Background: an optimization exercise with open tools, aiming at small area, a short achievable clock period and few clock cycles per item. Do not read the settings as production practice. Only simulation tests tie the RTL to the original design; equivalence was not proved.

## flow/design.v (module list and top-level ports; edited modules follow where they fit)
// module esd_fa: 10 lines
// module esd_ha: 9 lines
// module epoch_seconds_to_date: 3707 lines
module epoch_seconds_to_date (
    input  logic        i_clk,
    input  logic        i_rst_n,
    input  logic        start,
    output logic        busy,
    input  logic [31:0] i_epoch_seconds,
    output logic        o_done,
    output logic [11:0] o_year,
    output logic [3:0]  o_month,
    output logic [4:0]  o_day,
    output logic [4:0]  o_hour,
    output logic [5:0]  o_minute,
    output logic [5:0]  o_second
);
  // ...
==> flow/run.sh <==
#!/bin/bash
# synth_recipe.tcl (not shown) runs the flow's synth.tcl, then flattens the netlist and writes it again
# the make line also repeats each setting of config.mk as NAME=value (left out here)
make -C /OpenROAD-flow-scripts/flow DESIGN_CONFIG=/design/flow/config.mk WORK_HOME=/design/flow/orfs CLKGATE_MAP_FILE= SYNTH_SCRIPT=/design/flow/synth_recipe.tcl finish
==> flow/config.mk <==
export PLATFORM = sky130hd
export DESIGN_NAME = epoch_seconds_to_date
export DESIGN_NICKNAME = epoch_seconds_to_date
export VERILOG_FILES = /design/flow/design.v
export SDC_FILE = /design/flow/constraint.sdc
export NUM_CORES = 4
export LEC_CHECK = 0
export CAP_MARGIN = 20
export CORE_MARGIN = 2
export CORE_UTILIZATION = 55
export CTS_BUF_LIST = sky130_fd_sc_hd__clkbuf_16
export CTS_CLUSTER_DIAMETER = 100
export CTS_CLUSTER_SIZE = 20
export PLACE_DENSITY = 0.7
export SETUP_SLACK_MARGIN = 4.45
export SLEW_MARGIN = 20
export SYNTH_HIERARCHICAL = 1
==> flow/constraint.sdc <==
create_clock -name core_clock -period 7.0 [get_ports {i_clk}]
set_input_delay 1.4000 -clock core_clock [delete_from_list [all_inputs] [get_ports {i_clk}]]
set_output_delay 1.4000 -clock core_clock [all_outputs]
set_load 0.01 [all_outputs]
==> impl_metrics.toml, run 1 <==
[run_status]
status = "complete, no violations"

[finish]
buffer_area_frac = 0.0621
drive_above_1_share = 0.134
nFlopsAndLatches = 329
largest_reg_flops = 7
layoutNonFillerInstCount = 1404
seq_share = 0.448
clock_area_frac = 0.0368

[routing]
first_pass_iters = 5
wl_met3_um = 680

[grt]
grt_pass1_wl_mm = 31.7
grt.busiest_layer = "met2"
grt_util_met1 = 0.185
grt_usage = 0.159

[logic_synthesis]
synthSimpleGateAreaFrac = 0.0613
synth_seq_area_share = 0.506
synth.area.mux_share = 0.00500
synthArstFlopShare = 0
synth.most_common_cell = "dfxtp_1"

[sta]
hold_violations = 0
setup_violations = 0

[critical_path]
critPathCaptureType = "register"
critical_path.cell_chain = "ha_4, inv_6, fa_1, inv_2, ha_4, inv_2, fa_2, fa_1"
cp_num_buf_inv = 3
critPathSlowestCell = "fa_1"

[clock_tree]
cts_setup_buffers = 16
clkTransAtPathRegs_ns = 0.08
cts.sink_count = 329

[floorplan]
tapCellCount = 319
die_x_um = 158

[placed_design]
post-place-cells = 1351
routabilityCongestion = 0.792

[min_path]
worstHoldEndpoint = "r5_210$_DFF_P_"
Testbench counts, summed over its fixed seeds: cycles 16,056, items 16,000.
==> inputs of run 2 (changes only) <==
==> flow/flow/run.sh (new file) <==
#!/bin/bash
# The standard layout (standard.sh, unchanged synthesis and steps), with
# one difference: the buffers that the standard flow puts on every input and
# output port are made of sky130_fd_sc_hd__buf_1 instead of the delay buffer
# clkdlybuf4s50_1 that buffer_ports picks by default.  Every port still gets
# its own buffer; timing repair may resize them as usual.
set -euo pipefail
export BUFFER_PORTS_ARGS="-buffer_cell sky130_fd_sc_hd__buf_1"
export SETUP_REPAIR_SEQUENCE="unbuffer,sizedown,sizeup,swap"
bash standard.sh finish > standard.log 2>&1
==> flow/standard.sh (new file) <==
#!/bin/bash
# synth_recipe.tcl (not shown) runs the flow's synth.tcl, then flattens the netlist and writes it again
# the make line also repeats each setting of config.mk as NAME=value (left out here)
make -C /OpenROAD-flow-scripts/flow DESIGN_CONFIG=/design/flow/config.mk WORK_HOME=/design/flow/orfs CLKGATE_MAP_FILE= SYNTH_SCRIPT=/design/flow/synth_recipe.tcl "${@:-finish}"
--- a/flow/config.mk
+++ b/flow/config.mk
@@ -10,5 +10,5 @@
 export CORE_UTILIZATION = 55
-export CTS_BUF_LIST = sky130_fd_sc_hd__clkbuf_16
-export CTS_CLUSTER_DIAMETER = 100
-export CTS_CLUSTER_SIZE = 20
+export CTS_BUF_LIST = sky130_fd_sc_hd__clkbuf_8 sky130_fd_sc_hd__clkbuf_16
+export CTS_CLUSTER_DIAMETER = 120
+export CTS_CLUSTER_SIZE = 30
 export PLACE_DENSITY = 0.7
removed: flow/run.sh
==> run 2 against run 1 <==
  * Still clean
  * Cell count fell by 0.21%
  * Die area did not move
  * Synthesized cell count did not move
  * Wire length fell by 2.1%
==> impl_metrics.toml, run 2 <==
[sta]
min_period_ns = 2.52
hold_violations = 0
rsz0062_at_grt = "yes"
fmax_mhz = 397
finClkSkew_ns = 0.0111
timing.setup.tns_ns = 0
setup_violations = 0
maxSlewViolCount = 0
timing.final.crit_share = 0.360

[finish]
top_register = "r_vld"
syn_to_final_growth_pct = 9.52
multi_input_area_sq_mm = 0.00609
fin_nets = 1335
largest_reg_flops = 7
final_common_cell = "dfxtp_1"
seqCellArea_sq_mm = 0.00665
drive_above_1_share = 0.133
fill_cells = 1820
final_util = 0.611
insertedDiodeCount = 0
layout_common_cells = "dfxtp_1 (305), ha_1 (106), fa_1 (91), buf_1 (73), inv_1 (49)"

[clock_tree]
cts_buffers = 14
clk_latency_ns = 0.49
clkTransAtPathRegs_ns = 0.11
cts.sink_count = 329
ctsHoldBuffers = 0
clk_path_buf_depth = 3
h-tree-depth = 1
cts_tree = "yes"
clockRootBuffer = "clkbuf_16"

[critical_path]
path_delay_family = "adder cells"
critPathCaptureType = "register"
critPathMaxStageDelay_ns = 0.50
cp_num_buf_inv = 0
crit_type = "reg2reg"
cp.arrival_ns = 2.90
critical_path.cell_chain = "fa_2, fa_1, fa_1, fa_1, ha_1"
path_common_cell = "fa_1"
path_max_fanout = 2
critPathSlowestCell = "fa_1"
worst_setup_path_start_kind = "register"
cp.required_ns = 7.38

[floorplan]
start_util = 0.558
io_pins = 75
row_count = 56
die-area_sq_mm = 0.0249
dieHeight_um = 158
core_area_sq_mm = 0.0233
die_x_um = 158

[logic_synthesis]
yosys_register_bits = 329
ys_warn_count = 7
synth_top_cell_by_area = "dfxtp_1"
syn_area_sq_mm = 0.0130
synth_seq_area_share = 0.506
synth_top_area_frac = 0.506
synth_cell_type_count = 55
synth-edff-count = 0
syn_nets = 1264
synth_flop_cell = "dfxtp_1"
synth.most_common_cell = "dfxtp_1"
syn_area_per_cell_sq_um = 12.9
synth_common_cells = "dfxtp_1 (329), ha_1 (116), fa_1 (103)"
synthArstFlopShare = 0
yosys-top-cells-area = "dfxtp_1 (51%), fa_1 (16%), ha_1 (11%)"
synth_cells = 1010

[routing]
drt_iter0_markers = 184
num_vias = 6750
wl_per_cell_um = 13.2
drtAntennaViolNets = 0
first_pass_iters = 4
drc = 0
viasPerCell = 4.82
wl_mm = 18.4

[placed_design]
dp_hpwl_mm = 13.7
routabilityCongestion = 0.793
portBuffers = 73

[grt]
grt_start_max_net_pins = 32
first_global_vias = 6805
overflow = 0
grt_usage = 0.156
grt_pass1_wl_mm = 31.3
antenna_found_initial = 0

[min_path]
hold_path.class = "reg2reg"

[run_status]
status = "complete, no violations"

[job]
cap_viol_max_count = 0
## run 2: final timing paths
path | from | end | slack (ns) | cells after the start
min | r1_132$_DFF_P_ | r2_133$_DFF_P_ | 0.33 | 0
max | r1_12$_DFF_P_ | r2_35$_DFF_P_ | 4.48 | 5
min reg2reg | r1_132$_DFF_P_ | r2_133$_DFF_P_ | 0.33 | 0
max reg2reg | r1_12$_DFF_P_ | r2_35$_DFF_P_ | 4.48 | 5
## run 2: through the flow
stage | instance area (sq um) | cells | hold WS [ns] | setup WS [ns]
after global routing | 14200 | 1401 | 0.340 | 4.38
final | 14200 | 1401 | 0.333 | 4.48
after floorplan | 13100 | 1010 | 0.310 | 4.42
after CTS | 14000 | 1385 | 0.335 | 4.38
after global placement | 13400 | 1351 | 0.310 | 3.87
after detailed placement | 13400 | 1351 | 0.312 | 3.83
## run 2: cell families after synthesis
family,after synthesis,share of synthesized area
flops,329,0.506
other cells,1,0.000288
simple gates,152,0.0613
xor+xnor,80,0.0539
compound gates,117,0.0604
mux,6,0.00500
buf+inv,105,0.0422
fa+ha+maj,220,0.271
## run 2: layer usage
layer,part of all wire,global-route usage,vias up
met5,0,0,-
met4,0.018,0.0346,0
met3,0.028,0.0233,24
met2,0.53,0.297,91
met1,0.42,0.185,3192
li1,-,-,3443
## run 2: cell type report
class / instances / area share
multi-input cells: 576 / 0.427
clock buffers: 15 / 0.0263
clock inverters: 2 / 0.000527
flip-flops and latches: 329 / 0.466
repair buffers: 107 / 0.0370
well taps: 319 / 0.0280
inverters: 53 / 0.0145
## run 2: worst reg2reg max path, delay by kind of cell (launching register included)
family	cells	cell delay [ns]
flops	1	0.37
fa+ha+maj	5	2.04
## run 2: repair_timing
action,4_1_cts,5_1_grt
gates resized for setup,35,40
pin swaps,14,43
endpoints found under the setup margin,17,13
setup buffers,17,16
## run 2: Yosys stat by module, one instance, submodules excluded
module	flops+latches	copies in the design	cells	cell area [sq um]
epoch_seconds_to_date	329	1	831	10000
esd_ha	0	76	1	12.5
esd_fa	0	103	1	20.0
==> inputs of run 3 (changes only) <==
--- a/flow/flow/run.sh
+++ b/flow/flow/run.sh
@@ -8,3 +8,3 @@
 export BUFFER_PORTS_ARGS="-buffer_cell sky130_fd_sc_hd__buf_1"
-export SETUP_REPAIR_SEQUENCE="unbuffer,sizedown,sizeup,swap"
+export SKIP_GATE_CLONING=1
 bash standard.sh finish > standard.log 2>&1
==> run 3 against run 2 <==
  * Hold slack unchanged
  * Synthesized cell count unchanged
  * Highest routed layer unchanged
  * Area after synthesis is the same
==> impl_metrics.toml, run 3 <==
[floorplan]
dieHeight_um = 158
io_pins = 75
die_x_um = 158
start_util = 0.558
die-area_sq_mm = 0.0249
row_count = 56
core_area_sq_mm = 0.0233

[clock_tree]
clk_latency_ns = 0.49
cts_buffers = 14
cts_tree = "yes"
h-tree-depth = 1
cts.sink_count = 329
clk_path_buf_depth = 3
clkTransAtPathRegs_ns = 0.11
clockRootBuffer = "clkbuf_16"

[routing]
drc = 0
first_pass_iters = 4
drtAntennaViolNets = 0
drt_iter0_markers = 184
wl_per_cell_um = 13.2
wl_mm = 18.4
num_vias = 6750
viasPerCell = 4.82

[logic_synthesis]
synth-edff-count = 0
synth_top_cell_by_area = "dfxtp_1"
ys_warn_count = 7
syn_area_per_cell_sq_um = 12.9
synth_common_cells = "dfxtp_1 (329), ha_1 (116), fa_1 (103)"
synthArstFlopShare = 0
yosys-top-cells-area = "dfxtp_1 (51%), fa_1 (16%), ha_1 (11%)"
syn_area_sq_mm = 0.0130
synth_cell_type_count = 55
synth_seq_area_share = 0.506
yosys_register_bits = 329
synth_cells = 1010
synth_flop_cell = "dfxtp_1"
synth_top_area_frac = 0.506
syn_nets = 1264
synth.most_common_cell = "dfxtp_1"

[critical_path]
crit_type = "reg2reg"
r2r_setup_slack_ns = 4.48
critPathCaptureType = "register"
critPathMaxStageDelay_ns = 0.50
cp.arrival_ns = 2.90
cp.required_ns = 7.38
critical_path.cell_chain = "fa_2, fa_1, fa_1, fa_1, ha_1"
critPathSlowestCell = "fa_1"
worst_setup_path_start_kind = "register"
path_max_fanout = 2
path_common_cell = "fa_1"
path_delay_family = "adder cells"
cp_num_buf_inv = 0

[grt]
grt_start_max_net_pins = 32
grt_pass1_wl_mm = 31.3
overflow = 0
grt_usage = 0.156
first_global_vias = 6805
antenna_found_initial = 0

[finish]
fin_nets = 1335
largest_reg_flops = 7
top_register = "r_vld"
syn_to_final_growth_pct = 9.52
drive_above_1_share = 0.133
insertedDiodeCount = 0
layout_common_cells = "dfxtp_1 (305), ha_1 (106), fa_1 (91), buf_1 (73), inv_1 (49)"
final_common_cell = "dfxtp_1"
layoutNonFillerInstCount = 1401

[job]
cap_viol_max_count = 0

[min_path]
hold_path.class = "reg2reg"

[placed_design]
dp_hpwl_mm = 13.7
routabilityCongestion = 0.793
portBuffers = 73
post-place-cells = 1351

[sta]
finClkSkew_ns = 0.0111
fin_hold_ws_ns = 0.333
timing.final.crit_share = 0.360
maxSlewViolCount = 0
timing.setup.tns_ns = 0
hold_violations = 0
setup_violations = 0
fmax_mhz = 397
min_period_ns = 2.52
rsz0062_at_grt = "yes"

[run_status]
status = "complete, no violations"
-- run 3: cell counts after synthesis --
Identical to the previous run, type by type.
-- run 3: final timing paths --
check                  from        endpoint  cells after the start
max reg2reg   r1_12$_DFF_P_   r2_35$_DFF_P_                      5
min          r1_132$_DFF_P_  r2_133$_DFF_P_                      0
max           r1_12$_DFF_P_   r2_35$_DFF_P_                      5
min reg2reg  r1_132$_DFF_P_  r2_133$_DFF_P_                      0
-- run 3: metrics by stage --
stage               utilization  setup slack (ns)  area (sq um)
floorplan                     -              4.42         13100
global placement          0.574              3.87         13400
detailed placement        0.574              3.83         13400
CTS                       0.601              4.38         14000
global route              0.611              4.38         14200
finish                    0.611              4.48         14200
-- run 3: final cells by class --
type	instances	area, sq um
inverter	53	206
tap	319	399
clock inverter	2	7.51
sequential	329	6650
fill	1820	9080
timing repair buffer	107	527
multi-input combinational	576	6090
clock buffer	15	375
-- run 3: repair_timing --
action	in CTS	in global routing
buffers inserted	17	16
gates cloned	0	0
hold buffers	0	0
endpoints found under the setup margin	17	13
resized for setup	35	40
pin swaps	14	43
-- run 3: per-module statistics from Yosys (local to each module, per instance) --
module / cells / flops+latches / times used / cell area, sq um
epoch_seconds_to_date: 831 / 329 / 1 / 10000
esd_fa: 1 / 0 / 103 / 20.0
esd_ha: 1 / 0 / 76 / 12.5
-- run 3: logic make-up (layout without fill, tap and decap cells) --
logic type	Yosys count	after routing	share of synthesized area
DFF	329	329	0.506
AOI/OAI and AO/OA	117	117	0.0604
and+or+nand+nor	152	152	0.0613
muxes	6	6	0.00500
buffers and inverters	105	177	0.0422
other	1	1	0.000288
adders and majority gates	220	220	0.271
xor gates and xnor gates	80	80	0.0539
-- run 3: routing by layer --
metal / global-route usage / vias to the layer above / part of all wire
li1: - / 3443 / -
met1: 0.185 / 3192 / 0.42
met2: 0.297 / 91 / 0.53
met3: 0.0233 / 24 / 0.028
met4: 0.0346 / 0 / 0.018
met5: 0 / - / 0
==> inputs of run 4 (changes only) <==
--- a/flow/flow/run.sh
+++ b/flow/flow/run.sh
@@ -8,3 +8,2 @@
 export BUFFER_PORTS_ARGS="-buffer_cell sky130_fd_sc_hd__buf_1"
-export SKIP_GATE_CLONING=1
 bash standard.sh finish > standard.log 2>&1
==> run 4 against run 3 <==
  * Fmax stayed put
  * Cell area unchanged
  * Area after synthesis unchanged
  * Clock-buffer cell count did not move
  * Cell count unchanged
  * Register-to-register slack barely moved
  * Core utilization unchanged
  * Clock skew is the same
  * Critical path depth unchanged
  * First-iteration DRC count is the same
  * Critical path type unchanged
  * Largest cell class unchanged
  * Highest routed layer unchanged
==> impl_metrics.toml, run 4 <==
[run_status]
status = "complete, no violations"

[clock_tree]
h-tree-depth = 1
cts_tree = "yes"
clk_path_buf_depth = 3
clockRootBuffer = "clkbuf_16"
cts.sink_count = 329
cts_buffers = 14
clk_latency_ns = 0.49
clkTransAtPathRegs_ns = 0.11

[grt]
antenna_found_initial = 0
use_met3 = 0.0233
overflow = 0
grt.busiest_layer = "met2"
grt_start_max_net_pins = 32
grt_pass1_wl_mm = 31.3
grt_util_met1 = 0.185
grt_usage = 0.156
first_global_vias = 6805
grtUsageMet2 = 0.297

[sta]
setup_slack_ns = 4.48
timing.setup.tns_ns = 0
setup_violations = 0
hold_violations = 0
fmax_mhz = 397
maxSlewViolCount = 0
rsz0062_at_grt = "yes"
timing.final.crit_share = 0.360
finClkSkew_ns = 0.0111
min_period_ns = 2.52

[logic_synthesis]
synth_seq_area_share = 0.506
synth_top_cell_by_area = "dfxtp_1"
yosys-top-cells-area = "dfxtp_1 (51%), fa_1 (16%), ha_1 (11%)"
syn_area_sq_mm = 0.0130
synth_top_area_frac = 0.506
synthArstFlopShare = 0
synth_flop_cell = "dfxtp_1"
synth_cell_type_count = 55
synth.most_common_cell = "dfxtp_1"
synth_common_cells = "dfxtp_1 (329), ha_1 (116), fa_1 (103)"
syn_nets = 1264
synth_cells = 1010
ys_warn_count = 7
synth-edff-count = 0
syn_area_per_cell_sq_um = 12.9
yosys_register_bits = 329

[critical_path]
path_max_fanout = 2
crit_type = "reg2reg"
critPathCaptureType = "register"
worst_setup_path_start_kind = "register"
cp.required_ns = 7.38
cp.arrival_ns = 2.90

[routing]
first_pass_iters = 4
wl_mm = 18.4
num_vias = 6750
drt_iter0_markers = 184
wl_per_cell_um = 13.2
drtAntennaViolNets = 0
drc = 0
viasPerCell = 4.82

[placed_design]
pre_cts_ws_ns = 3.83
post-place-cells = 1351
dp_hpwl_mm = 13.7
routabilityCongestion = 0.793
portBuffers = 73

[finish]
drive_above_1_share = 0.133
insertedDiodeCount = 0
final_common_cell = "dfxtp_1"
fin_nets = 1335
syn_to_final_growth_pct = 9.52
layoutNonFillerInstCount = 1401
layout_common_cells = "dfxtp_1 (305), ha_1 (106), fa_1 (91), buf_1 (73), inv_1 (49)"
largest_reg_flops = 7
top_register = "r_vld"

[job]
cap_viol_max_count = 0

[floorplan]
io_pins = 75
die-area_sq_mm = 0.0249
die_x_um = 158
row_count = 56
start_util = 0.558
dieHeight_um = 158
core_area_sq_mm = 0.0233

[min_path]
hold_path.class = "reg2reg"
run 4: worst max-delay path, cell delays in order (launching register included):
cell and delay, ns:
dfxtp_4 0.37, fa_2 0.39, fa_1 0.44, fa_1 0.50, fa_1 0.42, ha_1 0.29
run 4: cell type report:
class                   count  area, sq um
flip-flops and latches    329         6650
clock inverters             2         7.51
clock buffers              15          375
inverters                  53          206
well taps                 319          399
repair buffers            107          527
multi-input cells         576         6090
fillers                  1820         9080
run 4: layer usage:
layer	part of all wire	routed length [um]
met3	0.028	519
met2	0.53	9820
met5	0	0
met4	0.018	341
met1	0.42	7770
run 4: what timing repair did:
| action | 4_1_cts | 5_1_grt |
|---|---|---|
| buffers inserted | 17 | 16 |
| gates resized for setup | 35 | 40 |
| hold buffers | 0 | 0 |
| endpoints found under the setup margin | 17 | 13 |
| pin swaps | 14 | 43 |
run 4: logic make-up after synthesis:
| group | count (synthesis) | share of synthesized area |
|---|---|---|
| AO/OA/AOI/OAI | 117 | 0.0604 |
| XOR/XNOR | 80 | 0.0539 |
| adder cells (fa/ha/maj) | 220 | 0.271 |
| buffers and inverters | 105 | 0.0422 |
| flip-flops | 329 | 0.506 |
| multiplexers | 6 | 0.00500 |
| other | 1 | 0.000288 |
| AND/OR/NAND/NOR | 152 | 0.0613 |
run 4: final timing paths:
| kind | startpoint | slack [ns] | end | depth (start not counted) |
|---|---|---|---|---|
| setup / recovery | r1_12$_DFF_P_ | 4.48 | r2_35$_DFF_P_ | 5 |
| hold / removal | r1_132$_DFF_P_ | 0.33 | r2_133$_DFF_P_ | 0 |
| setup reg to reg | r1_12$_DFF_P_ | 4.48 | r2_35$_DFF_P_ | 5 |
| hold reg to reg | r1_132$_DFF_P_ | 0.33 | r2_133$_DFF_P_ | 0 |
run 4: modules after synthesis (local to each module, per instance):
module                 cells  times used  flip-flops and latches  cell area, sq um
esd_ha                     1          76                       0              12.5
esd_fa                     1         103                       0              20.0
epoch_seconds_to_date    831           1                     329             10000
run 4: per-stage QoR:
| stage | hold slack, ns | utilization | instance area (sq um) |
|---|---|---|---|
| after global placement | 0.310 | 0.574 | 13400 |
| after floorplan | 0.310 | - | 13100 |
| final | 0.333 | 0.611 | 14200 |
| after CTS | 0.335 | 0.601 | 14000 |
| after detailed placement | 0.312 | 0.574 | 13400 |
| after global routing | 0.340 | 0.611 | 14200 |

separate check: timing with driven ports:
The flow's constraints put no driver on any port. The routed layouts listed below were extracted and timed again, unchanged, in two steps. Step 1 assumes that a clkbuf_16 drives the clock port and a buf_2 every other input. Step 2 moves the port delays by t, midway between the first and last clock arrival at a register: inputs arrive t later, outputs are due t later. That takes back most of the time a late clock gives input paths. Three values: ideal, step 1, step 2; two values: the first two.
run	t (ns)	setup slack, ns	worst setup path after step 2	latest minus earliest clock arrival (ns)	worst register clock-pin slew, ns
run 1	0.554	4.473 / 4.469 / 4.377	input to register	0.015 / 0.015	0.08 / 0.08
run 2	0.529	4.481 / 4.481 / 4.481	register to register	0.018 / 0.018	0.11 / 0.11
run 3	0.529	4.481 / 4.481 / 4.481	register to register	0.018 / 0.018	0.11 / 0.11
run 4	0.529	4.481 / 4.481 / 4.481	register to register	0.018 / 0.018	0.11 / 0.11
After both steps setup and hold are still met in every run listed. For run 1, which loses most, drivers alone change the setup slack by -0.004 ns; drivers and shift together by -0.096 ns.
